What follows belongs to an exercise in optimizing a design on an open flow for small area, a short achievable clock period and few clock cycles per item; a production flow would make more cautious choices. RTL that was checked went through simulation tests only; none was proved equivalent to the original. For run 1, only the layout was checked, not whether the RTL still works. Power and IR drop assume default switching activity.

<file path="config.mk">
export PLATFORM = sky130hd
export DESIGN_NAME = ex_top
export DESIGN_NICKNAME = ex_top
export VERILOG_FILES = /design/flow/design.v
export SDC_FILE = /design/flow/constraint.sdc
export NUM_CORES = 4
export LEC_CHECK = 0
export CAP_MARGIN = 20
export CORE_MARGIN = 2
export CORE_UTILIZATION = 40
export PLACE_DENSITY = 0.6
export SLEW_MARGIN = 20
export SETUP_SLACK_MARGIN = 7
</file>
<file path="constraint.sdc">
create_clock -name core_clock -period 12.0 [get_ports {clk}]
set_input_delay 2.4000 -clock core_clock [delete_from_list [all_inputs] [get_ports {clk}]]
set_output_delay 2.4000 -clock core_clock [all_outputs]
set_load 0.01 [all_outputs]
</file>
<file path="design.v">
`default_nettype none
package ex_pkg;
    localparam int unsigned DATA_WIDTH = 32;
    typedef enum logic [4:0] {
        OP_ADD    = 5'd0,
        OP_SUB    = 5'd1,
        OP_SLL    = 5'd2,
        OP_SLT    = 5'd3,
        OP_SLTU   = 5'd4,
        OP_XOR    = 5'd5,
        OP_SRL    = 5'd6,
        OP_SRA    = 5'd7,
        OP_OR     = 5'd8,
        OP_AND    = 5'd9,
        OP_LUI    = 5'd10,
        OP_BEQ    = 5'd11,   
        OP_BNE    = 5'd12,
        OP_BLT    = 5'd13,
        OP_BGE    = 5'd14,
        OP_BLTU   = 5'd15,
        OP_BGEU   = 5'd16,
        OP_JAL    = 5'd17,
        OP_JALR   = 5'd18,
        OP_MUL    = 5'd19,   
        OP_MULH   = 5'd20,
        OP_MULHSU = 5'd21,
        OP_MULHU  = 5'd22,
        OP_DIV    = 5'd23,
        OP_DIVU   = 5'd24,
        OP_REM    = 5'd25,
        OP_REMU   = 5'd26
    } alu_op_e;
    function automatic logic is_muldiv(input logic [4:0] op);
        is_muldiv = (op >= 5'd19) && (op <= 5'd26);
    endfunction
endpackage
`default_nettype wire
`timescale 1ns/10ps
`default_nettype none
module ex_alu (
    input  wire logic [31:0]  a,
    input  wire logic [31:0]  b,
    input  wire logic [31:0]  t,
    input  wire logic         sub,      
    input  wire logic         f_add,    
    input  wire logic         f_sh,     
    input  wire logic         f_left,   
    input  wire logic         f_sra,    
    input  wire logic         f_slt,
    input  wire logic         f_sltu,
    input  wire logic         f_xor,
    input  wire logic         f_or,
    input  wire logic         f_and,
    input  wire logic         f_lui,
    input  wire logic         f_jump,   
    input  wire logic         f_tgt,    
    input  wire logic         f_jalr,
    input  wire logic [5:0]   f_br,     
    input  wire logic         sh_ovr,   
    input  wire logic [4:0]   sh_amt,
    output logic      [31:0]  sh_out,
    output logic      [31:0]  result,
    output logic              taken,
    output logic      [31:0]  target
);
    logic [31:0] bx;
    logic [32:0] sum;
    logic [31:0] diff;
    logic        ltu;
    logic        lt;
    logic        eq;
    logic [31:0] sin;
    logic [31:0] sout;
    logic [32:0] sr;
    assign bx = b ^ {32{sub}};
    assign sum  = {1'b0, a} + {1'b0, bx} + {32'd0, sub};
    assign diff = sum[31:0];
    assign ltu  = !sum[32];
    assign lt   = (a[31] ^ b[31]) ? a[31] : diff[31];
    assign eq   = (a == b);
    always_comb begin
        for (int i = 0; i < 32; i++) sin[i] = f_left ? a[31-i] : a[i];
    end
    assign sr = $signed({f_sra & a[31], sin}) >>> (sh_ovr ? sh_amt : b[4:0]);
    always_comb begin
        for (int i = 0; i < 32; i++) sout[i] = f_left ? sr[31-i] : sr[i];
    end
    assign sh_out = sout;
    assign result = ({32{f_add}} & diff) | ({32{f_sh}} & sout) |
                    {31'd0, (f_slt & lt) | (f_sltu & ltu)} |
                    ({32{f_xor}} & (a ^ b)) | ({32{f_or}} & (a | b)) |
                    ({32{f_and}} & (a & b)) | ({32{f_lui}} & b) |
                    ({32{f_jalr}} & t);
    assign taken  = (f_br[0] & eq) | (f_br[1] & !eq) | (f_br[2] & lt) | (f_br[3] & !lt) |
                    (f_br[4] & ltu) | (f_br[5] & !ltu) | f_jump;
    assign target = ({32{f_tgt}} & t) | ({32{f_jalr}} & {diff[31:1], 1'b0});
endmodule
`default_nettype wire
`timescale 1ns/10ps
`default_nettype none
module ex_muldiv (
    input  wire logic         clk,
    input  wire logic         rst_n,
    input  wire logic         act,      
    input  wire logic         is_div,   
    input  wire logic         a_signed,
    input  wire logic         b_signed,
    input  wire logic         want_rem,
    input  wire logic         mul_lo,   
    input  wire logic [31:0]  a,
    input  wire logic [31:0]  b,
    input  wire logic         cap,      
    input  wire logic [7:0]   b_cap,    
    input  wire logic         adv,      
    input  wire logic         hold,     
    input  wire logic         park,     
    input  wire logic [64:0]  pdata,
    output logic      [64:0]  pout,
    output logic              fin,
    output logic              fin_n,    
    output logic      [31:0]  result,
    output logic              b_wr,     
    output logic      [31:0]  b_nxt,
    output logic              a_wr,     
    output logic      [31:0]  a_nxt,
    output logic              sh_ovr,   
    output logic      [4:0]   sh_amt,
    input  wire logic [31:0]  sh_out
);
    localparam int W = 45;   
    localparam int R = 37;   
    localparam logic [2:0] S_IDLE = 3'd0;
    localparam logic [2:0] S_MUL  = 3'd1;
    localparam logic [2:0] S_DN   = 3'd2;
    localparam logic [2:0] S_DIT  = 3'd3;
    localparam logic [2:0] S_FIN  = 3'd4;
    logic [2:0]   state;
    logic [6:0]   cnt;
    logic [R-1:0] r1;      
    logic [R-1:0] r2;      
    logic [11:0]  bc;      
    logic         cy;      
    logic         fneg;    
    logic         ones;    
    logic         sbq;     
    logic         abit;    
    logic sa, sb;
    assign sa = a_signed & a[31];
    assign sb = b_signed & b[31];
    logic first, start, mstep;
    logic idle_q, dn_q, mlast;   
    assign first = idle_q;
    assign start = first && act && !hold;
    assign mstep = (start && !is_div) || (state == S_MUL);
    function automatic void csa(input logic [W-1:0] x, input logic [W-1:0] y,
                                input logic [W-1:0] z,
                                output logic [W-1:0] s, output logic [W-1:0] c);
        s = x ^ y ^ z;
        c = ((x & y) | (x & z) | (y & z)) << 1;
    endfunction
    logic         last;
    logic [32:0]  aext;
    logic [W-1:0] row [7];
    logic [3:0]   negd;
    logic [W-1:0] sA, cA, sB, cB, sC, cC, sD, cD, s5, c5;
    logic [8:0]   low;
    assign last = mlast;
    function automatic logic [11:0] booth_enc(input logic [8:0] bb);
        for (int j = 0; j < 4; j++) begin
            booth_enc[3*j+2] = bb[2*j+2] & !(bb[2*j+1] & bb[2*j]);
            booth_enc[3*j+1] = (bb[2*j+2] & !bb[2*j+1] & !bb[2*j]) | (!bb[2*j+2] & bb[2*j+1] & bb[2*j]);
            booth_enc[3*j]   = bb[2*j+1] ^ bb[2*j];
        end
    endfunction
    always_ff @(posedge clk) begin
        if (cap) bc <= booth_enc({b_cap, 1'b0});
        else if (mstep) bc <= booth_enc(b[15:7]);
    end
    assign aext = {a_signed & a[31], a};
    always_comb begin
        logic         bn, one, two;
        logic [33:0]  sel;
        logic [W-1:0] px;
        for (int j = 0; j < 4; j++) begin
            bn       = bc[3*j+2];
            two      = bc[3*j+1];
            one      = bc[3*j];
            sel      = one ? {aext[32], aext} : (two ? {aext, 1'b0} : 34'd0);
            px       = {{(W-34){sel[33] ^ bn}}, sel ^ {34{bn}}};
            negd[j]  = bn;
            row[j+2] = px << (2*j);
        end
        row[0] = first ? '0 : {{(W-R){r1[R-1]}}, r1};
        row[1] = first ? '0 : {{(W-R){r2[R-1]}}, r2};
        row[3][0] = negd[0];
        row[4][2] = negd[1];
        row[5][4] = negd[2];
        row[6] = ((last && !b_signed && b[7]) ? ({{(W-33){aext[32]}}, aext} << 8) : '0)
                 | (W'(negd[3]) << 6);
        csa(row[0], row[1], row[6], sA, cA);
        csa(row[2], row[3], row[4], sB, cB);
        csa(sA, cA, row[5], sC, cC);
        csa(sC, cC, sB, sD, cD);
        csa(sD, cD, cB, s5, c5);
    end
    assign low = {1'b0, s5[7:0]} + {1'b0, c5[7:0]} + {8'd0, cy & !first};
    logic [31:0] ma;
    logic [5:0]  la, lb;
    logic        bz;
    logic        early;
    logic [32:0] remx;
    logic [33:0] dsum;
    logic        ge;
    logic [4:0]  nidx;
    function automatic logic [5:0] clz32(input logic [31:0] v);
        logic [15:0] z1;  logic [15:0] c1;        
        logic [7:0]  z2;  logic [7:0][1:0] c2;    
        logic [3:0]  z3;  logic [3:0][2:0] c3;    
        logic [1:0]  z4;  logic [1:0][3:0] c4;    
        for (int i = 0; i < 16; i++) begin
            z1[i] = !(v[2*i+1] | v[2*i]);
            c1[i] = !v[2*i+1];
        end
        for (int i = 0; i < 8; i++) begin
            z2[i] = z1[2*i+1] & z1[2*i];
            c2[i] = z1[2*i+1] ? {1'b1, c1[2*i]} : {1'b0, c1[2*i+1]};
        end
        for (int i = 0; i < 4; i++) begin
            z3[i] = z2[2*i+1] & z2[2*i];
            c3[i] = z2[2*i+1] ? {1'b1, c2[2*i]} : {1'b0, c2[2*i+1]};
        end
        for (int i = 0; i < 2; i++) begin
            z4[i] = z3[2*i+1] & z3[2*i];
            c4[i] = z3[2*i+1] ? {1'b1, c3[2*i]} : {1'b0, c3[2*i+1]};
        end
        if (z4[1] & z4[0]) clz32 = 6'd32;
        else clz32 = z4[1] ? {2'b01, c4[0]} : {2'b00, c4[1]};
    endfunction
    assign ma = sa ? -a : a;
    assign bz = (b == 32'd0);
    assign la = clz32(a ^ {32{sa}});
    assign lb = clz32(b ^ {32{sb}});
    logic [6:0]  kk;
    assign kk     = 7'({1'b0, lb}) - 7'({1'b0, la}) + 7'(sa);
    assign early  = kk[6] || bz;   
    assign sh_ovr = dn_q;
    assign sh_amt = cnt[4:0];
    assign nidx   = dn_q ? cnt[4:0] : cnt[4:0] - 5'd1;
    assign remx = {r2[31:0], abit};
    assign dsum = {1'b0, remx} + (sbq ? {2'b11, b} : ~{2'b00, b}) + {33'd0, !sbq};
    assign ge   = !dsum[33];
    logic [31:0] fx, fy, fsum, dres;
    assign dres = want_rem ? r2[31:0] : r1[31:0];
    assign fx   = is_div ? 32'd0 : r1[31:0];
    assign fy   = is_div ? (dres ^ {32{fneg}}) : r2[31:0];
    assign fsum = fx + fy + {31'd0, is_div ? fneg : cy};
    assign fin    = (state == S_FIN);
    assign result = mul_lo ? b : (fsum | {32{is_div && ones}});
    assign pout   = {r1[32:0], r2[31:0]};
    assign b_wr  = mstep;
    assign b_nxt = {low[7:0], b[31:8]};
    assign a_wr  = start && is_div;
    assign a_nxt = ma;
    logic [2:0] state_n;
    always_comb begin
        state_n = state;
        if (!rst_n) begin
            state_n = S_IDLE;
        end else begin
            case (state)
                S_IDLE: if (start) state_n = is_div ? (early ? S_FIN : S_DN) : S_MUL;
                S_MUL:  if (cnt[1:0] == 2'd3) state_n = S_FIN;
                S_DN:   state_n = S_DIT;
                S_DIT:  if (cnt[5:0] == 6'd0) state_n = S_FIN;
                default: if (adv) state_n = S_IDLE;
            endcase
        end
    end
    assign fin_n = (state_n == S_FIN);
    always_ff @(posedge clk) begin
        state  <= state_n;
        idle_q <= (state_n == S_IDLE);
        dn_q   <= (state_n == S_DN);
        mlast  <= rst_n && mstep && !first && (cnt[1:0] == 2'd2);
    end
    always_ff @(posedge clk) begin
        if (park) begin
            r1 <= R'(pdata[64:32]);
            r2 <= R'(pdata[31:0]);
        end else if (mstep) begin
            cnt   <= first ? 7'd1 : cnt + 7'd1;
            r1    <= s5[W-1:8];
            r2    <= c5[W-1:8];
            cy    <= low[8];
        end else if (start) begin
            cnt <= kk;
            r1  <= '0;
            r2  <= R'(ma);
            fneg <= want_rem ? sa : (sa ^ sb);
            ones <= bz && !want_rem;
            sbq  <= sb;
        end else if (state == S_DN) begin
            r2   <= cnt[5] ? '0 : R'(sh_out[31:1]);
            abit <= !cnt[5] && a[nidx];
        end else if (state == S_DIT) begin
            cnt  <= cnt - 7'd1;
            r1   <= R'({r1[30:0], ge});
            r2   <= R'(ge ? dsum[31:0] : remx[31:0]);
            abit <= a[nidx];
        end
    end
endmodule
`default_nettype wire
`timescale 1ns/10ps
`default_nettype none
module ex_top #(
    parameter int LANES = 1
) (
    input  wire logic                           clk,
    input  wire logic                           rst_n,
    input  wire logic                           in_valid,
    output logic                                in_ready,   
    input  wire logic [4:0]                     op,   
    input  wire logic [ex_pkg::DATA_WIDTH-1:0]  rs1_data,
    input  wire logic [ex_pkg::DATA_WIDTH-1:0]  rs2_data,
    input  wire logic [ex_pkg::DATA_WIDTH-1:0]  pc,
    input  wire logic [ex_pkg::DATA_WIDTH-1:0]  imm,
    input  wire logic                           sel_pc,
    input  wire logic                           sel_imm,
    output logic                                out_valid,
    input  wire logic                           out_ready,
    output logic      [ex_pkg::DATA_WIDTH-1:0]  result,
    output logic                                branch_taken,
    output logic      [ex_pkg::DATA_WIDTH-1:0]  branch_target
);
    logic        x_valid;
    logic        x_free;     
    logic        x_valid_n, s_valid_n, x_ism_n, m_fin_n;
    logic [31:0] x_a, x_b, x_t;
    logic        x_sub;
    logic        f_add, f_sh, f_left, f_sra, f_slt, f_sltu, f_xor, f_or, f_and, f_lui;
    logic        f_jump, f_tgt, f_jalr;
    logic [5:0]  f_br;
    logic        m_div, m_asg, m_bsg, m_rem, m_lo;
    logic        x_ism;
    logic        x_done;
    logic        x_adv;
    logic        br_in, jal_in, jalr_in;
    assign br_in   = (op >= 5'd11) && (op <= 5'd16);
    assign jal_in  = (op == 5'd17);
    assign jalr_in = (op == 5'd18);
    logic        m_fin;
    logic [31:0] m_result;
    logic        m_bwr;
    logic [31:0] m_bnxt;
    logic        o_valid, s_valid;
    logic [64:0] o_data, x_data;
    logic        park;
    logic [64:0] m_pout;
    logic        m_awr;
    logic [31:0] m_anxt;
    logic        sh_ovr;
    logic [4:0]  sh_amt;
    logic [31:0] sh_out;
    always_ff @(posedge clk) begin
        if (x_free) begin
            x_ism  <= (op >= 5'd19);
            f_add  <= (op == 5'd0) || (op == 5'd1) || jal_in;
            f_sh   <= (op == 5'd2) || (op == 5'd6) || (op == 5'd7);
            f_left <= (op == 5'd2);
            f_sra  <= (op == 5'd7);
            f_slt  <= (op == 5'd3);
            f_sltu <= (op == 5'd4);
            f_xor  <= (op == 5'd5);
            f_or   <= (op == 5'd8);
            f_and  <= (op == 5'd9);
            f_lui  <= (op == 5'd10);
            f_jump <= jal_in || jalr_in;
            f_tgt  <= (op >= 5'd11) && (op <= 5'd17);
            f_jalr <= jalr_in;
            for (int i = 0; i < 6; i++) f_br[i] <= (op == 5'(11 + i));
            m_div  <= (op >= 5'd23);
            m_asg  <= (op == 5'd20) || (op == 5'd21) || (op == 5'd23) || (op == 5'd25);
            m_bsg  <= (op == 5'd20) || (op == 5'd23) || (op == 5'd25);
            m_rem  <= (op == 5'd25) || (op == 5'd26);
            m_lo   <= (op == 5'd19);
            x_t    <= jalr_in ? {pc[31:2] + 30'd1, pc[1:0]} : pc + imm;
            x_sub  <= (op == 5'd1) || (op == 5'd3) || (op == 5'd4) || br_in;
        end
    end
    always_ff @(posedge clk) begin
        if (x_free) x_a <= ((sel_pc && !br_in && !jalr_in) || jal_in) ? pc : rs1_data;
        else if (m_awr) x_a <= m_anxt;
    end
    logic [31:0] b_in;
    assign b_in = jal_in ? 32'd4 : (((sel_imm || jalr_in) && !br_in) ? imm : rs2_data);
    always_ff @(posedge clk) begin
        if (x_free) x_b <= b_in;
        else if (m_bwr) x_b <= m_bnxt;
    end
    always_ff @(posedge clk) begin
        x_valid <= x_valid_n;
    end
    logic [31:0] alu_result, alu_target;
    logic        alu_taken;
    ex_alu u_alu (
        .a      (x_a),
        .b      (x_b),
        .t      (x_t),
        .sub    (x_sub),
        .f_add  (f_add),
        .f_sh   (f_sh),
        .f_left (f_left),
        .f_sra  (f_sra),
        .f_slt  (f_slt),
        .f_sltu (f_sltu),
        .f_xor  (f_xor),
        .f_or   (f_or),
        .f_and  (f_and),
        .f_lui  (f_lui),
        .f_jump (f_jump),
        .f_tgt  (f_tgt),
        .f_jalr (f_jalr),
        .f_br   (f_br),
        .sh_ovr (sh_ovr),
        .sh_amt (sh_amt),
        .sh_out (sh_out),
        .result (alu_result),
        .taken  (alu_taken),
        .target (alu_target)
    );
    ex_muldiv u_md (
        .clk    (clk),
        .rst_n  (rst_n),
        .act    (x_valid && x_ism),
        .is_div   (m_div),
        .a_signed (m_asg),
        .b_signed (m_bsg),
        .want_rem (m_rem),
        .mul_lo   (m_lo),
        .a      (x_a),
        .b      (x_b),
        .cap    (x_free),
        .b_cap  (b_in[7:0]),
        .adv    (x_adv),
        .hold   (s_valid),
        .park   (park),
        .pdata  (x_data),
        .pout   (m_pout),
        .fin    (m_fin),
        .fin_n  (m_fin_n),
        .result (m_result),
        .b_wr   (m_bwr),
        .b_nxt  (m_bnxt),
        .a_wr   (m_awr),
        .a_nxt  (m_anxt),
        .sh_ovr (sh_ovr),
        .sh_amt (sh_amt),
        .sh_out (sh_out)
    );
    assign x_done   = !x_ism || m_fin;
    assign park     = o_valid && !out_ready && x_adv;
    assign x_adv    = x_valid && x_done && !s_valid;
    assign x_free   = !x_valid || (x_done && !s_valid);
    assign x_valid_n = rst_n && (x_free ? in_valid : x_valid);
    assign x_ism_n   = x_free ? (op >= 5'd19) : x_ism;
    assign s_valid_n = rst_n && !(!o_valid || out_ready) && (x_adv || s_valid);
    always_ff @(posedge clk) begin
        in_ready <= !x_valid_n || ((!x_ism_n || m_fin_n) && !s_valid_n);
    end
    assign x_data   = {alu_result | ({32{x_ism}} & m_result), alu_taken, alu_target};
    always_ff @(posedge clk) begin
        if (!rst_n) begin
            o_valid <= 1'b0;
            s_valid <= 1'b0;
        end else begin
            if (!o_valid || out_ready) o_valid <= s_valid || x_adv;
            s_valid <= s_valid_n;
        end
    end
    always_ff @(posedge clk) begin
        if (!o_valid || out_ready) begin
            o_data <= s_valid ? m_pout : x_data;
        end
    end
    assign out_valid     = o_valid;
    assign result        = o_data[64:33];
    assign branch_taken  = o_data[32];
    assign branch_target = o_data[31:0];
endmodule
`default_nettype wire
</file>
<file path="flow/run.sh">
#!/bin/bash
set -e
cp config.mk config.orig.mk
sed -i '/SETUP_SLACK_MARGIN/d' config.mk
echo "export SETUP_SLACK_MARGIN = ${MARGIN:-7}" >> config.mk
cp standard.sh standard.copy.sh
bash standard.sh > standard.log 2>&1
</file>
<file path="standard.sh">
#!/bin/bash
# synth_recipe.tcl (not shown) runs the flow's synth.tcl, then flattens the netlist and writes it again
# the make line also repeats each setting of config.mk as NAME=value (left out here)
make -C /OpenROAD-flow-scripts/flow DESIGN_CONFIG=/design/flow/config.mk WORK_HOME=/design/flow/orfs CLKGATE_MAP_FILE= SYNTH_SCRIPT=/design/flow/synth_recipe.tcl "${@:-finish}"
</file>
==> results of run 1 <==
==> registers in the layout, summed over array words and instances, names as in the netlist, 6 cells and up <==
register / count
u_md.r2: 37
f_br: 6
x_a: 32
u_md.bc: 12
x_t: 32
o_data: 65
u_md.cnt: 6
u_md.r1: 36
x_b: 32
==> kinds of logic (layout without fill, tap and decap cells) <==
family	Yosys count	after routing	share of synthesized area
mux	289	289	0.08824
flops	293	293	0.2132
simple gates	1260	1260	0.1469
other cells	0	10	0
xor+xnor	364	364	0.07897
compound gates	1419	1419	0.2324
fa+ha+maj	429	429	0.1690
buf+inv	740	839	0.07129
==> tightest hold or removal path, stage by stage (launching register included) <==
cell and delay, ns:
dfxtp_1 0.33, nand2_1 0.05, o21ai_0 0.06
==> what timing repair did <==
action / CTS / global route
cloned: 1 / 3
gates resized for setup: 80 / 89
setup buffers: 21 / 22
pin swaps: 9 / 15
endpoints found under the setup margin: 111 / 109
endpoints found under the hold margin: 0 / 0
==> power by group <==
part,internal (mW),switching [mW],total [mW]
Clock,0.707,0.555,1.26
Sequential,1.53,0.507,2.04
Combinational,3.19,6.10,9.29
Total,5.42,7.16,12.6
==> metrics by stage <==
stage	power (mW)	utilization	hold WS (ns)
finish	12.59	0.4634	0.4636
CTS	12.06	0.4561	0.4574
global route	12.93	0.4631	0.4764
floorplan	6.606	-	0.4173
detailed placement	10.68	0.4378	0.4431
global placement	10.71	0.4376	0.4310
==> per-layer routing <==
| layer | routed length [um] | track usage |
|---|---|---|
| met2 | 100700 | 0.6716 |
| met4 | 22840 | 0.3333 |
| met1 | 93670 | 0.5882 |
| met3 | 29180 | 0.1364 |
| met5 | 51 | 0.0009456 |
==> synth_stat cells, drive strengths merged (23+ instances only) <==
library cell	count	area (um2)
o22ai	58	362.9
clkbuf	303	1137
o21ai	344	1722
and2	58	362.8
nand3	87	435.4
or3	23	143.9
nand2	452	1697
o31ai	26	195.2
a21o	67	503.0
o221ai	24	210.2
xor2	125	1095
buf	79	396.6
a211oi	40	300.3
o21a	23	172.7
nor3	74	370.4
mux2	59	668.1
a31oi	62	400.4
inv	354	1329
nor2	269	1012
nand4	39	244.0
mux4	45	1013
mux2i	185	1881
and3	31	193.9
o211ai	51	382.9
xnor2	239	2093
ha	235	2940
edfxtp	274	8228
fa	194	3884
nor2b	120	750.7
a22oi	152	1146
nor4	36	231.5
nand2b	33	206.5
a21oi	296	1485
a221oi	53	464.2
==> path summary, 6_finish.rpt <==
path            endpoint   startpoint  cells after the start  slack (ns)
max           u_md.r2[3]       x_b[7]                     14        6.92
min          u_md.r2[33]  u_md.r2[33]                      2        0.46
max reg2reg   u_md.r2[3]       x_b[7]                     14        6.92
min reg2reg  u_md.r2[33]  u_md.r2[33]                      2        0.46
==> layout make-up <==
type,count,area [um2],share of cell area
multi-input combinational,3761,29560,0.6380
clock buffer,51,1074,0.02317
timing repair buffer,407,3851,0.08311
antenna,10,25.02,0.0005400
inverter,358,1356,0.02927
timing repair inverter,1,7.507,0.0001620
clock inverter,22,229.0,0.004941
sequential,293,8610,0.1858
tap,1298,1624,0.03505
==> out/results.ini, run 1 <==
[critical_path]
slowest_stage=fa_1
crit_path_max_incr_delay_ns=0.69
critical_path_arrival_ns=5.35
cpMostUsedCell=fa_1
crit_chain=inv_1 > nor3b_2 > buf_4 > and2_1 > fa_1 > inv_1 > fa_1 > fa_1 > inv_1 > fa_1 > a21oi_1 > a21oi_1 > a31oi_1 > o21ai_0
cp-start-kind=flop
cpLargestDelayFamily=adder cells
path_class=reg2reg
path_buf_inv=4
path_max_fanout=33
worst_setup_path_end_kind=flop
critPathRequiredTime_ns=12.27

[run_status]
outcome=finished clean

[floorplanning]
pin_count=206
die_h_um=321.7
dieArea_mm2=0.1035
initial_core_util=0.4037
rows=116
die_w_um=321.7
core_area_mm2=0.1000

[placement]
dp_slack_ns=5.558
hpwl_um=190600
port_buffers=205
gp_congestion=1.143
numPlacedInstances=6069
post_dp_cell_area_mm2=0.04378

[clock_network]
max-clock-path-buffers=3
numCtsBuffers=40
htreeDepth=2
clock_latency_ns=0.63
cts-root-buf=clkbuf_16
cts_tree=yes
numClockSinks=293
clk_pin_slew_ns=0.06
cts_hold_buf=0

[yosys]
ys_seq_area_frac=0.2132
synth_warnings=4
synth_cell_types=89
syn_area_mm2=0.04037
netlist_instances=4794
async_reset_ff_frac=0
yosys_register_bits=293
postSynthAreaPerCell_um2=8.421
synth_enable_flop_cells=274
syn_nets=5362
synth_ff_type=edfxtp_1

[final_layout]
final_cell_mix=nand2_1 (446), inv_1 (346), o21ai_0 (318)
final_cells=6201
fin_area_mm2=0.04634
drive_gt1_frac=0.1040
final_common_cell=nand2_1
fill_cells=9873
nets=5430
syn2layout_area_growth_pct=14.79

[pwr]
power_density_mw_per_mm2=271.6
ir_worst_vdd_mv=0.4341
power_leakage_nw=18.24

[global_route]
grt_usage=0.4642
grt_pass1_wl_um=330400
grt_pass1_vias=38880
overflow=0
grt_max_degree=70
grt_antenna_before_repair=16

[sta]
drv_slew=0
hold_viol_final=0
maxSlewHeadroom=0.1436
skew_ns=0.03335
tightest_slew_ns=1.281
period_minus_slack_ns=5.079
finalSetupViolations=0
finalSetupTns_ns=0
max_clock_freq_mhz=196.9
fin_ws_ns=6.921
rsz0062_at_grt=true
finalCritPeriodShare=0.4233

[run]
cap_viol_max_count=0

[route]
num_vias=41970
firstDrtPassIters=8
routed_wl_um=246400
ant_nets=0
viasPerCell=6.768
wl_per_cell_um=39.74
drtIter0Drc=6364
drc_errors=0

[worst_hold_path]
hp-class=reg2reg

==> run 2: changes to the inputs <==
--- a/design.v
+++ b/design.v
@@ -107,6 +107,8 @@
     input  wire logic         b_signed,
     input  wire logic         want_rem,
     input  wire logic         mul_lo,   
+    input  wire logic         use_r1,   
+    input  wire logic         use_r2,   
     input  wire logic [31:0]  a,
     input  wire logic [31:0]  b,
     input  wire logic         cap,      
@@ -249,13 +251,12 @@
     assign remx = {r2[31:0], abit};
     assign dsum = {1'b0, remx} + (sbq ? {2'b11, b} : ~{2'b00, b}) + {33'd0, !sbq};
     assign ge   = !dsum[33];
-    logic [31:0] fx, fy, fsum, dres;
-    assign dres = want_rem ? r2[31:0] : r1[31:0];
-    assign fx   = is_div ? 32'd0 : r1[31:0];
-    assign fy   = is_div ? (dres ^ {32{fneg}}) : r2[31:0];
-    assign fsum = fx + fy + {31'd0, is_div ? fneg : cy};
+    logic [31:0] fx, fy, fsum;
+    assign fx   = (r1[31:0] ^ {32{fneg}}) & {32{use_r1}};
+    assign fy   = (r2[31:0] ^ {32{fneg}}) & {32{use_r2}};
+    assign fsum = fx + fy + {31'd0, fneg | (cy & !is_div)};
     assign fin    = (state == S_FIN);
-    assign result = mul_lo ? b : (fsum | {32{is_div && ones}});
+    assign result = mul_lo ? b : (fsum | {32{ones}});
     assign pout   = {r1[32:0], r2[31:0]};
     assign b_wr  = mstep;
     assign b_nxt = {low[7:0], b[31:8]};
@@ -278,6 +279,12 @@
     end
     assign fin_n = (state_n == S_FIN);
     always_ff @(posedge clk) begin
+        if (start) begin
+            fneg <= is_div && (want_rem ? sa : (sa ^ sb));
+            ones <= is_div && bz && !want_rem;
+        end
+    end
+    always_ff @(posedge clk) begin
         state  <= state_n;
         idle_q <= (state_n == S_IDLE);
         dn_q   <= (state_n == S_DN);
@@ -296,8 +303,6 @@
             cnt <= kk;
             r1  <= '0;
             r2  <= R'(ma);
-            fneg <= want_rem ? sa : (sa ^ sb);
-            ones <= bz && !want_rem;
             sbq  <= sb;
         end else if (state == S_DN) begin
             r2   <= cnt[5] ? '0 : R'(sh_out[31:1]);
@@ -341,7 +346,7 @@
     logic        f_add, f_sh, f_left, f_sra, f_slt, f_sltu, f_xor, f_or, f_and, f_lui;
     logic        f_jump, f_tgt, f_jalr;
     logic [5:0]  f_br;
-    logic        m_div, m_asg, m_bsg, m_rem, m_lo;
+    logic        m_div, m_asg, m_bsg, m_rem, m_lo, m_r1, m_r2;
     logic        x_ism;
     logic        x_done;
     logic        x_adv;
@@ -384,6 +389,8 @@
             m_bsg  <= (op == 5'd20) || (op == 5'd23) || (op == 5'd25);
             m_rem  <= (op == 5'd25) || (op == 5'd26);
             m_lo   <= (op == 5'd19);
+            m_r1   <= (op <= 5'd24);
+            m_r2   <= (op <= 5'd22) || (op >= 5'd25);
             x_t    <= jalr_in ? {pc[31:2] + 30'd1, pc[1:0]} : pc + imm;
             x_sub  <= (op == 5'd1) || (op == 5'd3) || (op == 5'd4) || br_in;
         end
@@ -438,6 +445,8 @@
         .b_signed (m_bsg),
         .want_rem (m_rem),
         .mul_lo   (m_lo),
+        .use_r1   (m_r1),
+        .use_r2   (m_r2),
         .a      (x_a),
         .b      (x_b),
         .cap    (x_free),
==> run 2 against run 1 <==
- synthesized area down 2.0%
- clock skew up 0.022 ns
- die area down 2.0%
- clock-buffer cell count down 7
- final area down 1.7%
- utilization up 0.10 points
- sequential share of layout area up 0.45 points
- routed wire length down 15%
- sequential power down 11%
- global-route usage down 6.5 points
- clock power down 3%
- critical endpoint is now o_data[57]
- largest power group unchanged
==> out/results.ini, run 2 <==
[run_status]
outcome=finished clean

[final_layout]
syn2layout_area_growth_pct=15.21
final_util=0.4644
ff_latch_area_mm2=0.008671
multiInputGateArea_mm2=0.02883
largest-register=o_data
largest_register_ffs=65
fin_area_mm2=0.04557
drive_gt1_frac=0.1026
final_cell_mix=nand2_1 (402), inv_1 (347), a21oi_1 (281)
nets=5297
top_regs=o_data (65), u_md.r2 (37), u_md.r1 (36)
final_common_cell=nand2_1
final_cells=6053
fill_cells=9726

[worst_hold_path]
hp-class=reg2reg

[placement]
post_dp_cell_area_mm2=0.04299
gp_congestion=1.079
dp_slack_ns=5.806
port_buffers=205
numPlacedInstances=5923
hpwl_um=162200

[sta]
maxSlewHeadroom=0.09471
drv_slew=0
finalSetupViolations=0
fin_ws_ns=6.977
rsz0062_at_grt=true
hold_ws_ns=0.4492
max_clock_freq_mhz=199.1
period_minus_slack_ns=5.023
finalCritPeriodShare=0.4186
hold_viol_final=0
skew_ns=0.05493
tightest_slew_ns=1.320
finalSetupTns_ns=0

[route]
wl_per_cell_um=34.66
drtIter0Drc=6251
firstDrtPassIters=10
viasPerCell=6.591
routed_wl_um=209800
drc_errors=0
num_vias=39900
ant_nets=0

[critical_path]
r2r-start=x_b[0]
critical_path_arrival_ns=5.40
reg2reg_slack_ns=6.98
path_class=reg2reg
endpoint=o_data[57]
regToRegEndpoint=o_data[57]
worst_setup_path_end_kind=flop
cp-start-kind=flop
startpoint=x_b[0]
critPathRequiredTime_ns=12.37
rr_worst_depth=11
path_max_fanout=46

[global_route]
overflow=0
grt_antenna_before_repair=12
grt_pass1_wl_um=287800
grt_usage=0.3995
grt_pass1_vias=36860
grt_max_degree=68

[clock_network]
cts-root-buf=clkbuf_16
clk_pin_slew_ns=0.06
cts_hold_buf=0
numClockSinks=295
htreeDepth=2
numCtsBuffers=39
cts_tree=yes
max-clock-path-buffers=3
clock_latency_ns=0.63

[floorplanning]
dieArea_mm2=0.1014
pin_count=206
die_h_um=318.5
rows=115
initial_core_util=0.4031
die_w_um=318.5
core_area_mm2=0.09813

[yosys]
synth_ff_type=edfxtp_1
synth_area_leaders=edfxtp_1 (21%), fa_1 (9.8%), ha_1 (7.4%), xnor2_1 (5.4%), xor2_1 (4.3%)
syn_area_mm2=0.03956
postSynthAreaPerCell_um2=8.503
synth_warnings=4
synth.most_common_cell=nand2_1
synth_cell_types=89
ys_seq_area_frac=0.2191
synthTopCellsByCount=nand2_1 (406), inv_1 (357), clkbuf_1 (298), a21oi_1 (287), edfxtp_1 (276)
synth_top_cell_area_share=0.2095
yosys_register_bits=295
async_reset_ff_frac=0
synth_enable_flop_cells=276
netlist_instances=4652
yosysTopAreaCell=edfxtp_1
syn_nets=5220

[pwr]
power_leakage_nw=18.23
power_density_mw_per_mm2=249.3
ir_worst_vdd_mv=0.1794
power.total_mw=11.36

[run]
cap_viol_max_count=0

run 2: changes by cell type after synthesis, sizes merged, moves of 15 or more:
cell | before | now
a211oi | 40 | 58
a22oi | 152 | 122
and2 | 58 | 84
buf | 79 | 59
mux2i | 185 | 149
nand2 | 452 | 406
nand4 | 39 | 19
nor2b | 120 | 79
nor3 | 74 | 109
o21ai | 344 | 271
o22ai | 58 | 43
xor2 | 125 | 192
run 2: what timing repair did:
item	in CTS	in global routing
pin swaps	9	20
setup buffers	27	14
resized for setup	86	95
endpoints found under the setup margin	52	86
cloned	4	4
endpoints found under the hold margin	0	0
run 2: power by group:
group / switching (mW) / internal (mW) / total (mW) / leakage, nW
sequential: 0.326 / 1.49 / 1.82 / 3.02
clock: 0.518 / 0.702 / 1.22 / 0.636
combinational: 5.36 / 2.96 / 8.32 / 14.6
run 2: how the worst min path moves through the flow:
| stage | slack [ns] | from | to | cells after the start |
|---|---|---|---|---|
| 2_1_floorplan | 0.42 | u_md.r1[33] | u_md.r1[33] | 2 |
| 3_3_place_gp | 0.43 | u_md.r1[34] | u_md.r1[34] | 2 |
| 3_5_place_dp | 0.44 | u_md.r2[33] | u_md.r2[33] | 2 |
| 4_1_cts | 0.45 | u_md.r2[33] | u_md.r2[33] | 2 |
| 5_1_grt | 0.48 | u_md.r2[35] | u_md.r2[35] | 2 |
| 6_report | 0.45 | u_md.r1[34] | u_md.r1[34] | 2 |
run 2: logic make-up after synthesis:
| logic type | Yosys count | synth area share |
|---|---|---|
| AO/OA/AOI/OAI | 1294 | 0.2178 |
| multiplexers | 240 | 0.07588 |
| adder cells (fa/ha/maj) | 429 | 0.1725 |
| buffers and inverters | 720 | 0.06971 |
| XOR/XNOR | 437 | 0.09676 |
| AND/OR/NAND/NOR | 1237 | 0.1482 |
| flip-flops | 295 | 0.2191 |
run 2: worst max-delay path, cell delays in order, from the launching register on:
cell	delay (ns)
edfxtp_1	0.74
mux2i_4	0.27
buf_4	0.57
mux4_2	0.40
nand2_1	0.07
o21ai_0	0.20
mux4_2	0.57
mux2i_1	0.21
mux2i_1	0.44
a221oi_2	0.76
nand2_1	0.22
mux2_4	0.30
run 2: cell type report:
class                      count  area share
tap                         1287     0.03533
clock inverter                26    0.005930
antenna                        8   0.0004393
multi-input combinational   3637      0.6327
timing repair buffer         391     0.08234
inverter                     363     0.03047
sequential                   295      0.1903
timing repair inverter         2   0.0002745
clock buffer                  44     0.02229
run 2: layer usage:
layer / vias to the layer above / routed length (um) / global-route usage
li1: 16930 / - / -
met1: 19360 / 81440 / 0.5343
met2: 3030 / 82550 / 0.5533
met3: 559 / 29800 / 0.1393
met4: 12 / 15890 / 0.2321
met5: - / 134 / 0.004255
Testbench counts of run 2, summed over its fixed seeds: cycles 140,196, items 80,000.
==> run 3: changes to the inputs <==
==> flow/run.sh (replaced) <==
#!/bin/bash
set -e
cp config.mk config.orig.mk
sed -i '/SETUP_SLACK_MARGIN/d' config.mk
echo "export SETUP_SLACK_MARGIN = ${MARGIN:-7.5}" >> config.mk
cp standard.sh standard.copy.sh
bash standard.sh > standard.log 2>&1
--- a/config.mk
+++ b/config.mk
@@ -10,4 +10,4 @@
 export CORE_UTILIZATION = 40
 export PLACE_DENSITY = 0.6
 export SLEW_MARGIN = 20
-export SETUP_SLACK_MARGIN = 7
+export SETUP_SLACK_MARGIN = 7.5
==> run 3 against run 2 <==
- still clean
- register-to-register slack better by 0.30 ns
- clock power grew 9.8%
- clock-buffer cell count up 1
- die area unchanged
- global-route usage is 1.6 points higher
- sequential share of layout area decreased by 0.81 points
- critical path type unchanged
- largest cell class unchanged
- largest power group unchanged
==> out/results.ini, run 3 <==
[critical_path]
critical_path_arrival_ns=5.24
r2r-start=x_a[19]
rr_worst_depth=22
cp-start-kind=flop
path_max_fanout=6
startpoint=x_a[19]
worst_setup_path_end_kind=flop
path_class=reg2reg
regToRegEndpoint=in_ready
reg2reg_slack_ns=7.27
critPathRequiredTime_ns=12.51

[yosys]
async_reset_ff_frac=0
synthTopCellsByCount=nand2_1 (406), inv_1 (357), clkbuf_1 (298), a21oi_1 (287), edfxtp_1 (276)
synth_ff_type=edfxtp_1
yosysTopAreaCell=edfxtp_1
syn_area_mm2=0.03956
synth_enable_flop_cells=276
synth_area_leaders=edfxtp_1 (21%), fa_1 (9.8%), ha_1 (7.4%), xnor2_1 (5.4%), xor2_1 (4.3%)
synth.most_common_cell=nand2_1
synth-compound-area-share=0.2178
syn_nets=5220
synth_top_family_by_area=compound AO/OA/AOI/OAI gates
ys_seq_area_frac=0.2191
synth_fa_ha_area_frac=0.1725
yosys_register_bits=295
synth_warnings=4
synth_top_cell_area_share=0.2095
postSynthAreaPerCell_um2=8.503
netlist_instances=4652
synthXorXnorAreaFrac=0.09676
synthSimpleGateAreaFrac=0.1482
synth_cell_types=89
synthMuxAreaShare=0.07588

[route]
wl_per_cell_um=35.96
drc_errors=0
drtIter0Drc=6222
firstDrtPassIters=9
routed_wl_um=220700
num_vias=40640
ant_nets=0
viasPerCell=6.619

[clock_network]
clk_pin_slew_ns=0.08
numClockSinks=295
cts_hold_buf=0
cts-root-buf=clkbuf_16
max-clock-path-buffers=3
clock_latency_ns=0.60
numCtsBuffers=38
cts_tree=yes
htreeDepth=2

[final_layout]
largest_register_ffs=65
final_util=0.4852
final_common_cell=nand2_1
top_regs=o_data (65), u_md.r2 (37), u_md.r1 (36)
largest-register=o_data
fill_cells=9511
fin_area_mm2=0.04761
final_cells=6139
drive_gt1_frac=0.1462
nets=5381
syn2layout_area_growth_pct=20.36
final_cell_mix=nand2_1 (398), inv_1 (343), edfxtp_1 (276)

[global_route]
grt_usage=0.4156
grt_pass1_wl_um=296400
use_met2=0.5773
use_met3=0.1320
grt_antenna_before_repair=15
grt_max_degree=91
busiest_layer=met2
overflow=0
grt_use_met1=0.5489
grt_pass1_vias=36930

[sta]
tightest_slew_ns=1.113
max_clock_freq_mhz=211.5
finalSetupViolations=0
finalSetupTns_ns=0
hold_viol_final=0
rsz0062_at_grt=true
period_minus_slack_ns=4.727
hold_ws_ns=0.4527
maxSlewHeadroom=0.2526
drv_slew=0
fin_ws_ns=7.273
finalCritPeriodShare=0.3940
skew_ns=0.02581

[pwr]
ir_worst_vdd_mv=0.2158
power_density_mw_per_mm2=250.7
combPwrFrac=0.739
clockPowerShare=0.112
power_leakage_nw=18.96
p_switching_mw=6.449
power.internal_mw=5.486
power.total_mw=11.94
p_sw_frac=0.5403
seqPwrFrac=0.149

[worst_hold_path]
worstHoldStart=u_md.r1[33]
hp-class=reg2reg
whs_endpoint=u_md.r1[33]
min_delay_path_depth=2

[floorplanning]
pin_count=206
rows=115
core_area_mm2=0.09813
dieArea_mm2=0.1014
die_w_um=318.5
initial_core_util=0.4031
die_h_um=318.5

[run_status]
outcome=finished clean

[placement]
post_dp_cell_area_mm2=0.04304
port_buffers=205
numPlacedInstances=5918
dp_slack_ns=6.079
hpwl_um=166000
gp_congestion=1.081

[run]
cap_viol_max_count=0

==> run 3: cell counts after synthesis <==
No cell type changed its count.
==> run 3: final cells by class <==
| cell class | instances | area [um2] | share of cell area |
|---|---|---|---|
| multi-input cells | 3640 | 29760 | 0.6251 |
| flip-flops and latches | 295 | 8673 | 0.1822 |
| repair buffers | 473 | 4710 | 0.09892 |
| well taps | 1287 | 1610 | 0.03382 |
| inverters | 363 | 1411 | 0.02964 |
| clock buffers | 45 | 998.5 | 0.02097 |
| clock inverters | 24 | 407.9 | 0.008567 |
| diodes | 10 | 25.02 | 0.0005256 |
| repair inverters | 2 | 15.01 | 0.0003154 |
==> run 3: power groups by stage <==
stage / combinational [mW] / sequential [mW] / clock, mW
2_1_floorplan: 4.49 / 1.68 / 0
3_3_place_gp: 7.79 / 1.81 / 0
3_5_place_dp: 7.79 / 1.81 / 0
4_1_cts: 8.18 / 1.76 / 1.35
5_1_grt: 9.13 / 1.78 / 1.38
6_report: 8.82 / 1.77 / 1.34
==> run 3: worst max path at each step <==
stage	to	slack [ns]	cells after the start
floorplan	x_t[30]	7.24	13
global placement	in_ready	6.11	26
detailed placement	u_md.idle_q	6.08	26
CTS	u_md.idle_q	7.35	22
global route	in_ready	7.15	23
finish	in_ready	7.27	22
==> run 3: cell families (layout without fill, tap and decap cells) <==
| group | after synthesis | after routing |
|---|---|---|
| AND/OR/NAND/NOR | 1237 | 1239 |
| buffers and inverters | 720 | 907 |
| flip-flops | 295 | 295 |
| AO/OA/AOI/OAI | 1294 | 1294 |
| XOR/XNOR | 437 | 437 |
| multiplexers | 240 | 241 |
| other | 0 | 10 |
| adder cells (fa/ha/maj) | 429 | 429 |
==> run 3: repair_timing <==
| action | in CTS | in global routing |
|---|---|---|
| pin swaps | 42 | 67 |
| gates resized for setup | 316 | 162 |
| gates cloned | 15 | 6 |
| setup buffers | 61 | 60 |
| endpoints found under the setup margin | 252 | 115 |
==> run 3: metal layers <==
layer  vias up  wire length (um)
li1      17100                 -
met1     19700             84610
met2      3196             86680
met3       633             30230
met4         4             19190
met5         -                31
==> run 3: worst max-delay path, cell delays in order (launching register included) <==
cell and delay (ns):
edfxtp_1 0.58, inv_1 0.27, nand3_1 0.30, nor3_1 0.37
o21bai_4 0.14, nor2_2 0.12, nand2_2 0.08, a221oi_4 0.29
a311o_1 0.22, ha_1 0.14, inv_1 0.04, ha_2 0.18
fa_2 0.34, a21o_1 0.17, a21oi_2 0.17, o21bai_1 0.09
a21oi_2 0.15, xnor2_1 0.10, nand2b_2 0.24, nor2b_4 0.20
o21ai_2 0.07, o31a_1 0.26, o21ai_1 0.12
==> run 4: changes to the inputs <==
==> flow/run.sh (replaced) <==
#!/bin/bash
set -e
cp config.mk config.orig.mk
sed -i '/SETUP_SLACK_MARGIN/d' config.mk
echo "export SETUP_SLACK_MARGIN = ${MARGIN:-7.75}" >> config.mk
cp standard.sh standard.copy.sh
bash standard.sh > standard.log 2>&1
--- a/config.mk
+++ b/config.mk
@@ -10,4 +10,4 @@
 export CORE_UTILIZATION = 40
 export PLACE_DENSITY = 0.6
 export SLEW_MARGIN = 20
-export SETUP_SLACK_MARGIN = 7.5
+export SETUP_SLACK_MARGIN = 7.75
==> run 4 against run 3 <==
- clock skew rose by 0.00072 ns
- synthesized area did not move
- critical path depth did not move
- combinational power rose by 6.0%
- via count rose by 2.8%
- global-route usage fell by 0.96 points
- sequential cell count did not move
- routed wire length fell by 2.3%
- clock-buffer cell count did not move
- worst hold slack got worse by 0.0078 ns
- largest power group unchanged
==> out/results.ini, run 4 <==
[run_status]
outcome=finished clean

[run]
cap_viol_max_count=0

[sta]
max_clock_freq_mhz=210.3
finalCritPeriodShare=0.3963
skew_ns=0.02653
drv_slew=0
rsz0062_at_grt=true
maxSlewHeadroom=0.2488
hold_viol_final=0
finalSetupTns_ns=0
period_minus_slack_ns=4.756
tightest_slew_ns=1.119
finalSetupViolations=0

[clock_network]
clk_pin_slew_ns=0.06
numCtsBuffers=38
max-clock-path-buffers=3
htreeDepth=2
cts_hold_buf=0
numClockSinks=295
cts_tree=yes
cts-root-buf=clkbuf_16
clock_latency_ns=0.59

[pwr]
seqPwrFrac=0.145
clockPowerShare=0.097
power_density_mw_per_mm2=249.2
p_sw_frac=0.5405
p_switching_mw=6.666
ir_worst_vdd_mv=0.2483
power.internal_mw=5.668
power_leakage_nw=19.66
combPwrFrac=0.758

[global_route]
overflow=0
grt_antenna_before_repair=10
grt_pass1_vias=37870
grt_pass1_wl_um=292500
grt_usage=0.4060
grt_max_degree=74

[yosys]
synthSimpleGateAreaFrac=0.1482
synth_top_family_by_area=compound AO/OA/AOI/OAI gates
synth.most_common_cell=nand2_1
async_reset_ff_frac=0
synthXorXnorAreaFrac=0.09676
synthMuxAreaShare=0.07588
syn_area_mm2=0.03956
ys_seq_area_frac=0.2191
synth_fa_ha_area_frac=0.1725
synth_cell_types=89
yosysTopAreaCell=edfxtp_1
synth-compound-area-share=0.2178
synth_ff_type=edfxtp_1
yosys_register_bits=295
synth_enable_flop_cells=276
netlist_instances=4652
syn_nets=5220
synth_warnings=4
synth_area_leaders=edfxtp_1 (21%), fa_1 (9.8%), ha_1 (7.4%), xnor2_1 (5.4%), xor2_1 (4.3%)
synthTopCellsByCount=nand2_1 (406), inv_1 (357), clkbuf_1 (298), a21oi_1 (287), edfxtp_1 (276)
postSynthAreaPerCell_um2=8.503
synth_top_cell_area_share=0.2095

[floorplanning]
die_w_um=318.5
core_area_mm2=0.09813
dieArea_mm2=0.1014
rows=115
die_h_um=318.5
pin_count=206
initial_core_util=0.4031

[final_layout]
largest-register=o_data
nets=5473
final_common_cell=nand2_1
largest_register_ffs=65
syn2layout_area_growth_pct=25.10
fin_area_mm2=0.04948
drive_gt1_frac=0.1900
final_cell_mix=nand2_1 (388), inv_1 (338), edfxtp_1 (276)
top_regs=o_data (65), u_md.r2 (37), u_md.r1 (36)

[critical_path]
reg2reg_slack_ns=7.24
cp-start-kind=flop
rr_worst_depth=22
path_max_fanout=20
r2r-start=x_a[10]
critPathRequiredTime_ns=12.52
critical_path_arrival_ns=5.27
regToRegEndpoint=in_ready
worst_setup_path_end_kind=flop
path_class=reg2reg

[placement]
gp_congestion=1.134
post_dp_cell_area_mm2=0.04305
port_buffers=205
hpwl_um=156200

[route]
num_vias=41790
firstDrtPassIters=11
ant_nets=0
drtIter0Drc=7087
viasPerCell=6.713
routed_wl_um=215700
drc_errors=0
wl_per_cell_um=34.65

[worst_hold_path]
whs_endpoint=u_md.r2[33]
hp-class=reg2reg
worstHoldStart=u_md.r2[33]
min_delay_path_depth=2

## run 4: cell counts after synthesis
Identical to the previous run, type by type.
## run 4: layout make-up
type | instances | area, um2
diodes | 6 | 15.01
well taps | 1287 | 1610
repair buffers | 565 | 5727
fillers | 9145 | 48650
clock inverters | 22 | 245.2
multi-input cells | 3640 | 30780
flip-flops and latches | 295 | 8673
inverters | 363 | 1409
clock buffers | 45 | 1008
repair inverters | 2 | 15.01
## run 4: power by group through the flow
stage	Combinational, mW	Clock (mW)	Sequential, mW
floorplan	4.51	0	1.68
global placement	7.60	0	1.82
detailed placement	7.61	0	1.82
CTS	8.21	1.20	1.77
global route	9.65	1.23	1.79
finish	9.35	1.19	1.79
## run 4: stage by stage
stage          setup slack, ns  utilization  hold slack (ns)  total power [mW]  cells
3_3_place_gp             6.058       0.4385           0.4293             9.418   5906
5_1_grt                  7.184       0.5041           0.4724             12.68   6220
6_report                 7.244       0.5043           0.4449             12.33   6225
2_1_floorplan            7.238            -           0.4165             6.184   4652
3_5_place_dp             5.958       0.4387           0.4363             9.431   5906
4_1_cts                  7.416       0.4804           0.4493             11.18   6100
## run 4: what timing repair did
action / CTS / global route
gates resized for setup: 499 / 271
buffers inserted: 109 / 108
pin swaps: 84 / 102
setup endpoints to repair: 296 / 171
cloned: 18 / 10
## run 4: logic make-up (layout without fill, tap and decap cells)
logic type / Yosys count / after routing
compound gates: 1294 / 1294
xor+xnor: 437 / 437
fa+ha+maj: 429 / 429
buf+inv: 720 / 997
flops: 295 / 295
mux: 240 / 241
other cells: 0 / 6
simple gates: 1237 / 1239
## run 4: layer usage
layer | part of all wire | GRT usage | up-vias
li1 | - | - | 17280
met1 | 0.36 | 0.5119 | 19910
met2 | 0.38 | 0.5539 | 3714
met3 | 0.16 | 0.1768 | 878
met4 | 0.098 | 0.2754 | 8
met5 | 0.0012 | 0.01371 | -
## run 4: worst max-delay path by stage
stage          startpoint    endpoint  slack, ns
4_1_cts            x_a[7]   u_md.dn_q       7.42
5_1_grt            x_a[2]    in_ready       7.18
3_5_place_dp        op[1]  u_md.bc[8]       5.96
2_1_floorplan       pc[0]     x_t[30]       7.24
3_3_place_gp        op[1]  u_md.bc[8]       6.06
6_report          x_a[10]    in_ready       7.24
## run 4: critical path, cell delays in order (launching register included)
cell and delay, ns:
edfxtp_1 0.32, buf_4 0.38, inv_1 0.33, o41ai_4 0.51
nand3_2 0.14, nand2_2 0.13, a221oi_4 0.06, a311o_1 0.35
ha_1 0.32, inv_2 0.05, ha_4 0.16, fa_2 0.34
a21o_1 0.20, a21oi_2 0.15, o21bai_1 0.09, a21oi_1 0.16
xnor2_1 0.10, nand2b_1 0.12, buf_12 0.14, nor2b_4 0.14
o21ai_2 0.08, o31a_1 0.28, o21ai_1 0.13
==> run 5: changes to the inputs <==
--- a/design.v
+++ b/design.v
@@ -111,8 +111,6 @@
     input  wire logic         use_r2,   
     input  wire logic [31:0]  a,
     input  wire logic [31:0]  b,
-    input  wire logic         cap,      
-    input  wire logic [7:0]   b_cap,    
     input  wire logic         adv,      
     input  wire logic         hold,     
     input  wire logic         park,     
@@ -140,7 +138,7 @@
     logic [6:0]   cnt;
     logic [R-1:0] r1;      
     logic [R-1:0] r2;      
-    logic [11:0]  bc;      
+    logic         bprev;   
     logic         cy;      
     logic         fneg;    
     logic         ones;    
@@ -161,32 +159,23 @@
         c = ((x & y) | (x & z) | (y & z)) << 1;
     endfunction
     logic         last;
+    logic [8:0]   bb;
     logic [32:0]  aext;
     logic [W-1:0] row [7];
     logic [3:0]   negd;
     logic [W-1:0] sA, cA, sB, cB, sC, cC, sD, cD, s5, c5;
     logic [8:0]   low;
     assign last = mlast;
-    function automatic logic [11:0] booth_enc(input logic [8:0] bb);
-        for (int j = 0; j < 4; j++) begin
-            booth_enc[3*j+2] = bb[2*j+2] & !(bb[2*j+1] & bb[2*j]);
-            booth_enc[3*j+1] = (bb[2*j+2] & !bb[2*j+1] & !bb[2*j]) | (!bb[2*j+2] & bb[2*j+1] & bb[2*j]);
-            booth_enc[3*j]   = bb[2*j+1] ^ bb[2*j];
-        end
-    endfunction
-    always_ff @(posedge clk) begin
-        if (cap) bc <= booth_enc({b_cap, 1'b0});
-        else if (mstep) bc <= booth_enc(b[15:7]);
-    end
+    assign bb   = {b[7:0], bprev & !first};
     assign aext = {a_signed & a[31], a};
     always_comb begin
         logic         bn, one, two;
         logic [33:0]  sel;
         logic [W-1:0] px;
         for (int j = 0; j < 4; j++) begin
-            bn       = bc[3*j+2];
-            two      = bc[3*j+1];
-            one      = bc[3*j];
+            bn       = bb[2*j+2] & !(bb[2*j+1] & bb[2*j]);
+            one      = bb[2*j+1] ^ bb[2*j];
+            two      = (bb[2*j+2] & !bb[2*j+1] & !bb[2*j]) | (!bb[2*j+2] & bb[2*j+1] & bb[2*j]);
             sel      = one ? {aext[32], aext} : (two ? {aext, 1'b0} : 34'd0);
             px       = {{(W-34){sel[33] ^ bn}}, sel ^ {34{bn}}};
             negd[j]  = bn;
@@ -299,6 +288,7 @@
             r1    <= s5[W-1:8];
             r2    <= c5[W-1:8];
             cy    <= low[8];
+            bprev <= bb[8];
         end else if (start) begin
             cnt <= kk;
             r1  <= '0;
@@ -399,10 +389,8 @@
         if (x_free) x_a <= ((sel_pc && !br_in && !jalr_in) || jal_in) ? pc : rs1_data;
         else if (m_awr) x_a <= m_anxt;
     end
-    logic [31:0] b_in;
-    assign b_in = jal_in ? 32'd4 : (((sel_imm || jalr_in) && !br_in) ? imm : rs2_data);
     always_ff @(posedge clk) begin
-        if (x_free) x_b <= b_in;
+        if (x_free) x_b <= jal_in ? 32'd4 : (((sel_imm || jalr_in) && !br_in) ? imm : rs2_data);
         else if (m_bwr) x_b <= m_bnxt;
     end
     always_ff @(posedge clk) begin
@@ -449,8 +437,6 @@
         .use_r2   (m_r2),
         .a      (x_a),
         .b      (x_b),
-        .cap    (x_free),
-        .b_cap  (b_in[7:0]),
         .adv    (x_adv),
         .hold   (s_valid),
         .park   (park),
==> flow/run.sh (replaced) <==
#!/bin/bash
set -e
cp config.mk config.orig.mk
sed -i '/SETUP_SLACK_MARGIN/d' config.mk
echo "export SETUP_SLACK_MARGIN = ${MARGIN:-7.5}" >> config.mk
cp standard.sh standard.copy.sh
bash standard.sh > standard.log 2>&1
--- a/config.mk
+++ b/config.mk
@@ -10,4 +10,4 @@
 export CORE_UTILIZATION = 40
 export PLACE_DENSITY = 0.6
 export SLEW_MARGIN = 20
-export SETUP_SLACK_MARGIN = 7.75
+export SETUP_SLACK_MARGIN = 7.5
==> run 5 against run 4 <==
- still clean
- critical path depth down 11
- first-iteration DRC count down 1.2%
- register-to-register slack better by 0.05 ns
- sequential power up 9%
- combinational power up 21%
- die area up 1.9%
- routed wire length up 14%
- synthesized area up 1.9%
- critical path type unchanged
- critical endpoint is now u_md.r1[3]
- largest cell class unchanged
==> out/results.ini, run 5 <==
[run_status]
outcome=finished clean

[pwr]
combPwrFrac=0.786
p_sw_frac=0.5646
ir_worst_vdd_mv=0.2704
power_leakage_nw=19.47
p_switching_mw=8.143
power.internal_mw=6.281
power_density_mw_per_mm2=292.4
clockPowerShare=0.078
power.total_mw=14.42
seqPwrFrac=0.136

[sta]
hold_viol_final=0
finalSetupViolations=0
max_clock_freq_mhz=212.6
drv_slew=0
fin_ws_ns=7.297
tightest_slew_ns=1.247
period_minus_slack_ns=4.703
maxSlewHeadroom=0.1625
rsz0062_at_grt=true
finalCritPeriodShare=0.3919
hold_ws_ns=0.4640
finalSetupTns_ns=0
skew_ns=0.03875

[yosys]
ys_seq_area_frac=0.2069
synth_top_cell_area_share=0.1974
synth_enable_flop_cells=265
syn_area_mm2=0.04031
synth_warnings=4
syn_nets=5439
synth_ff_type=edfxtp_1
async_reset_ff_frac=0
yosys_register_bits=284
synthTopCellsByCount=nand2_1 (462), inv_1 (339), clkbuf_1 (313), a21oi_1 (309), nor2_1 (306)
netlist_instances=4874
postSynthAreaPerCell_um2=8.270
synth_area_leaders=edfxtp_1 (20%), fa_1 (9.6%), ha_1 (7.2%), xnor2_1 (4.8%), mux2i_1 (4.8%)
synth_cell_types=88
yosysTopAreaCell=edfxtp_1
synth.most_common_cell=nand2_1

[placement]
dp_slack_ns=6.036
hpwl_um=185900
port_buffers=205
gp_congestion=1.093

[critical_path]
worst_setup_path_end_kind=flop
regToRegEndpoint=u_md.r1[3]
critPathRequiredTime_ns=12.31
r2r-start=x_a[31]
rr_worst_depth=11
path_buf_inv=4
crit_path_max_incr_delay_ns=0.97
path_max_fanout=13
cpLargestDelayFamily=compound AO/OA/AOI/OAI gates
critical_path_arrival_ns=5.01
crit_chain=buf_12 > buf_4 > buf_4 > buf_4 > nand2_1 > mux4_2 > o21ai_0 > o21ai_1 > o21ai_0 > a21oi_1 > o21ai_0
slowest_stage=a21oi_1
cp-start-kind=flop
path_class=reg2reg
reg2reg_slack_ns=7.30

[floorplanning]
dieArea_mm2=0.1033
die_w_um=321.4
rows=116
core_area_mm2=0.1000
pin_count=206
initial_core_util=0.4031
die_h_um=321.4

[route]
ant_nets=0
drtIter0Drc=7005
drc_errors=0
routed_wl_um=245900
viasPerCell=6.751
wl_per_cell_um=38.39
firstDrtPassIters=10
num_vias=43240

[final_layout]
final_util=0.4933
largest-register=o_data
final_cell_mix=nand2_1 (450), inv_1 (305), nor2_1 (294)
ff_latch_area_mm2=0.008343
drive_gt1_frac=0.1646
top_regs=o_data (65), u_md.r2 (37), u_md.r1 (36)
nets=5639
final_common_cell=nand2_1
syn2layout_area_growth_pct=22.39
multiInputGateArea_mm2=0.03134
fill_cells=9606
largest_register_ffs=65

[clock_network]
clk_pin_slew_ns=0.06
max-clock-path-buffers=3
htreeDepth=2
cts_tree=yes
cts_hold_buf=0
cts-root-buf=clkbuf_16
numClockSinks=284
clock_latency_ns=0.61
numCtsBuffers=37

[worst_hold_path]
hp-class=reg2reg
whs_endpoint=u_md.r1[34]
worstHoldStart=u_md.r1[34]
min_delay_path_depth=2

[run]
cap_viol_max_count=0

[global_route]
grt_usage=0.4642
grt_max_degree=69
grt_pass1_wl_um=331700
grt_antenna_before_repair=16
grt_pass1_vias=39890
overflow=0

## run 5: through the flow
stage | cells | instance area [um2]
2_1_floorplan | 4874 | 40520
3_3_place_gp | 6154 | 43920
3_5_place_dp | 6155 | 43920
4_1_cts | 6342 | 47950
5_1_grt | 6400 | 49320
6_report | 6405 | 49330
## run 5: kinds of logic (layout without fill, tap and decap cells)
kind of cell / count (synthesis) / after routing / share of synthesized area
buffers and inverters: 721 / 949 / 0.06826
muxes: 282 / 282 / 0.07974
DFF: 284 / 284 / 0.2069
AOI/OAI and AO/OA: 1355 / 1355 / 0.2227
and+or+nand+nor: 1380 / 1380 / 0.1615
adders and majority gates: 426 / 426 / 0.1684
xor gates and xnor gates: 426 / 426 / 0.09256
other: 0 / 5 / 0
## run 5: cell type report
| type | count | area share |
|---|---|---|
| diodes | 5 | 0.0002536 |
| clock buffers | 46 | 0.01966 |
| clock inverters | 21 | 0.003906 |
| inverters | 352 | 0.02909 |
| multi-input cells | 3869 | 0.6353 |
| flip-flops and latches | 284 | 0.1691 |
| well taps | 1298 | 0.03292 |
| repair buffers | 528 | 0.1095 |
| repair inverters | 2 | 0.0003044 |
## run 5: how the worst max path moves through the flow
stage | slack, ns | start | depth (start not counted) | to
6_report | 7.30 | x_a[31] | 11 | u_md.r1[3]
3_5_place_dp | 6.04 | pc[0] | 13 | x_t[30]
5_1_grt | 7.25 | m_bsg | 21 | u_md.dn_q
4_1_cts | 7.27 | out_ready | 10 | u_md.r2[31]
2_1_floorplan | 7.03 | out_ready | 8 | u_md.r2[0]
3_3_place_gp | 6.10 | pc[0] | 13 | x_t[30]
## run 5: routing by layer
| metal | part of all wire | GRT usage | vias up |
|---|---|---|---|
| li1 | - | - | 17970 |
| met1 | 0.37 | 0.5797 | 20890 |
| met2 | 0.39 | 0.6546 | 3416 |
| met3 | 0.13 | 0.1577 | 948 |
| met4 | 0.10 | 0.3565 | 14 |
| met5 | 0.00034 | 0 | - |
## run 5: what timing repair did
action | 4_1_cts | 5_1_grt
endpoints found under the setup margin | 254 | 138
resized for setup | 366 | 235
pin swaps | 54 | 72
cloned | 15 | 2
buffers inserted | 105 | 55
## run 5: tightest hold or removal path: cells and delay by family (launching register included)
family,cells,cell delay [ns]
AND/OR/NAND/NOR,1,0.05
flip-flops,1,0.33
AO/OA/AOI/OAI,1,0.05
## run 5: power groups by stage
stage | Clock (mW) | Sequential (mW) | Combinational [mW]
finish | 1.13 | 1.96 | 11.3
global route | 1.16 | 1.94 | 11.8
CTS | 1.13 | 1.94 | 10.5
detailed placement | 0 | 1.98 | 9.61
global placement | 0 | 1.99 | 9.64
floorplan | 0 | 1.72 | 5.54
Testbench counts of run 5, summed over its fixed seeds: cycles 140,196, items 80,000.

## static timing again, ports no longer ideal
No port has a modelled driver above. Below, the same layouts with a new extraction and two added sets of constraints.
Step 1: set_driving_cell puts a clkbuf_16 on clk and a buf_2 on each other input, an assumption about the parent block.
Step 2 also shifts input and output timing later by t, the mid clock arrival at the registers, as if the neighbouring blocks saw the same clock.
Three values: ideal ports, drivers, drivers and shift; two values: the first two.
run	t (ns)	setup slack, ns	worst hold slack (ns)
run 1	0.692	6.921 / 6.921 / 6.352	0.464 / 0.464 / 0.464
run 2	0.676	6.977 / 6.977 / 6.395	0.449 / 0.449 / 0.449
run 3	0.659	7.273 / 7.273 / 6.825	0.453 / 0.453 / 0.453
run 4	0.654	7.244 / 7.244 / 6.797	0.445 / 0.445 / 0.445
run 5	0.673	7.297 / 7.297 / 6.854	0.464 / 0.464 / 0.464
After both steps setup and hold are still met in every run listed. For run 2, which loses most, drivers alone change the setup slack by 0.000 ns; drivers and shift together by -0.582 ns.
